This is an optimization exercise on Yosys and OpenROAD, whose aim is small area, not a production implementation.
In this exercise RTL edits were held to simulation tests only and were not proved equivalent to the original.
Power and IR drop assume default switching activity.

## shooter_top
module shooter_top #(
  parameter int TICK_DIV   = 64,
  parameter int FIFO_DEPTH = 16
) (
  input  logic        CLOCK_50,
  input  logic        rst_n,
  input  logic        btn_left,
  input  logic        btn_right,
  input  logic        btn_up,
  input  logic        btn_down,
  input  logic        fire,
  input  logic        restart,
  input  logic        plot_ready,
  output logic        plot_valid,
  output logic [7:0]  plot_x,
  output logic [6:0]  plot_y,
  output logic [2:0]  plot_color,
  output logic [2:0]  game_state
);
Size: about 990 cells after synthesis, about 31 I/O pins.
Settings: LEC_CHECK=0, CAP_MARGIN=20, CORE_MARGIN=2, CORE_UTILIZATION=60, CTS_BUF_LIST=sky130_fd_sc_hd__clkbuf_4 sky130_fd_sc_hd__clkbuf_8, PLACE_DENSITY=0.7, SLEW_MARGIN=20; clock period 10.0 ns.
run.sh (not shown) runs the stock make flow with config.mk's settings and CLKGATE_MAP_FILE= SYNTH_SCRIPT=/design/flow/synth_recipe.tcl, a recipe that flattens the netlist after the stock synthesis.
The baseline ran to the end with no violations.
==> next run, changes <==
==> flow/flow/run.sh (new file) <==
#!/bin/bash
# Standard layout, with clock tree synthesis told not to add dummy loads and to
# cluster at most 10 flip-flops per leaf buffer.
set -euo pipefail
export CTS_ARGS="-sink_clustering_enable -repair_clock_nets -buf_list sky130_fd_sc_hd__clkbuf_8 -sink_clustering_size 10 -sink_clustering_max_diameter 60 -dont_use_dummy_load"
bash standard.sh > standard_flow.log 2>&1
==> flow/standard.sh (new file) <==
#!/bin/bash
# synth_recipe.tcl (not shown) runs the flow's synth.tcl, then flattens the netlist and writes it again
# the make line also repeats each setting of config.mk as NAME=value (left out here)
make -C /OpenROAD-flow-scripts/flow DESIGN_CONFIG=/design/flow/config.mk WORK_HOME=/design/flow/orfs CLKGATE_MAP_FILE= SYNTH_SCRIPT=/design/flow/synth_recipe.tcl "${@:-finish}"
removed: flow/run.sh
Result: The new run produced a clean layout; combinational power hardly moves; core utilization drops by 0.48 points; routed wire length barely changes.
==> next run, changes <==
==> flow/flow/run.sh (replaced) <==
#!/bin/bash
# Standard layout with four changes:
#  - synthesis maps with an area-oriented ABC script (flow/abc_area.script, used
#    through ABC_AREA=1 from a copy of the ORFS scripts folder; all other scripts
#    are ORFS's own);
#  - adders are left to ABC instead of being mapped to half/full adder cells
#    beforehand (ADDER_MAP_FILE empty);
#  - the smallest buffer on each port;
#  - clock tree synthesis without dummy loads.
# Registers are mapped before ABC runs, so they are those of the standard synthesis.
set -euo pipefail
here=$(pwd)
rm -rf "$here/orfs_scripts"
cp -r "$FLOW_HOME/scripts" "$here/orfs_scripts"
cp "$here/flow/abc_area.script" "$here/orfs_scripts/abc_area.script"
export SCRIPTS_DIR="$here/orfs_scripts"
export ADDER_MAP_FILE=
export BUFFER_PORTS_ARGS="-inputs -outputs -buffer_cell sky130_fd_sc_hd__buf_1"
export CTS_ARGS="-sink_clustering_enable -repair_clock_nets -buf_list sky130_fd_sc_hd__clkbuf_8 -dont_use_dummy_load"
bash standard.sh > standard_flow.log 2>&1
==> flow/flow/abc_area.script (new file) <==
strash
&get -n
&st
&deepsyn -J 20
&st
&dc2
&syn2
&dch -f
&nf -a -R 1000
&st
&dc2
&syn2
&dch -f
&nf -a -R 1000
&st
&dc2
&syn2
&dch -f
&nf -a -R 1000
&st
&deepsyn -J 20
&put
dch -f
amap
topo
- ABC_AREA: default -> 1
- CTS_BUF_LIST: sky130_fd_sc_hd__clkbuf_4 sky130_fd_sc_hd__clkbuf_8 -> default
Outcome: The changed run finished with timing, DRC and antenna clean. Cell area shrinks by about a fifth. Via count came out lower by roughly a tenth. Combinational power shrinks by well over a third. Utilization is lower by 0.60 points. Routed wire length is lower by about a fifth. Cell count came out lower by roughly a tenth. Global-route usage rises by 1.7 points.
==> next run, changes <==
==> flow/flow/abc_area.script (replaced) <==
strash
&get -n
&st
&syn2
&dch -f
&nf -a -R 1000
&st
&syn2
&dch -f
&nf -a -R 1000
&put
topo
Global-route usage goes down by 1.4 points.
Power goes up by 20%.
Routed wire length goes up by 7.4%.
Clock power is about the same.
==> next run, changes <==
--- a/flow/flow/run.sh
+++ b/flow/flow/run.sh
@@ -2 +2 @@
-# Standard layout with four changes:
+# Standard layout with three changes:
@@ -6,2 +5,0 @@
-#  - adders are left to ABC instead of being mapped to half/full adder cells
-#    beforehand (ADDER_MAP_FILE empty);
@@ -10 +7,0 @@
-# Registers are mapped before ABC runs, so they are those of the standard synthesis.
@@ -17 +13,0 @@
-export ADDER_MAP_FILE=
==> flow/flow/abc_area.script (replaced) <==
strash
&get -n
&st
&syn2
&dch -f
&nf -a -R 1000
&put
topo
The changed run completed with no timing, DRC or antenna violations. Wire length hardly moves. Core utilization grows by 0.37 points. Power went down by about 1.2%. Global-route usage shrinks by 1.2 points. Critical path depth came out higher by 11. Via count shrinks by 4.9%. Worst setup slack gets worse by 0.84 ns. Final area climbs by about 7%. Hold slack loses 0.0062 ns. Final cell count falls by 2.2%. Die area rose by 6.8%.
==> next run, changes <==
==> flow/flow/run.sh (replaced) <==
#!/bin/bash
# Standard layout, with clock tree synthesis told not to add dummy loads.
set -euo pipefail
export CTS_ARGS="-sink_clustering_enable -repair_clock_nets -buf_list sky130_fd_sc_hd__clkbuf_8 -dont_use_dummy_load"
bash standard.sh > standard_flow.log 2>&1
- ABC_AREA: 1 -> default
- CTS_BUF_LIST: default -> sky130_fd_sc_hd__clkbuf_4 sky130_fd_sc_hd__clkbuf_8
removed: flow/flow/abc_area.script
After rerunning: The changed run finished with timing, DRC and antenna clean. Global-route usage rose by 0.96 points. Non-clock buffer count fell by 1. Total power rose by a quarter to a third. Final area rose by roughly a tenth. Worst setup slack gains 0.0038 ns. Clock power rose by a few percent. Die area rose by a little under a tenth. Final cell count rose by a few percent. First-iteration DRC count rose by about a fifth. Wire length rose by about a fifth.

-- separate check: timing with driven ports --
The flow's constraints put no driver on any port. The routed layouts listed below were extracted and timed again, unchanged, in two steps. Step 1 assumes that a clkbuf_16 drives the clock port and a buf_2 every other input. Step 2 also shifts input and output timing later by t, the mid clock arrival at the registers, as if the neighbouring blocks saw the same clock. a / b / c = no drivers / after step 1 / after step 2; a / b = the first two.
run	t (ns)	slack for setup (ns)	worst register clock-pin slew, ns	worst slew at a driven data input, ns	cell pins on the clock port's net
the first run	0.425	1.166 / 1.166 / 1.166	0.12 / 0.12	0.03	1
the second run	0.421	1.174 / 1.174 / 1.174	0.12 / 0.12	0.03	1
the third run	0.423	2.756 / 2.756 / 2.538	0.12 / 0.12	0.03	1
the fourth run	0.415	2.013 / 2.013 / 2.013	0.10 / 0.10	0.05	1
the fifth run	0.418	1.170 / 1.170 / 1.170	0.11 / 0.11	0.03	1
the sixth run	0.421	1.174 / 1.174 / 1.174	0.12 / 0.12	0.03	1
After both steps every run listed still meets setup and hold. The setup slack of the third run, which loses most, moves by 0.000 ns with the drivers and by -0.218 ns with both steps.
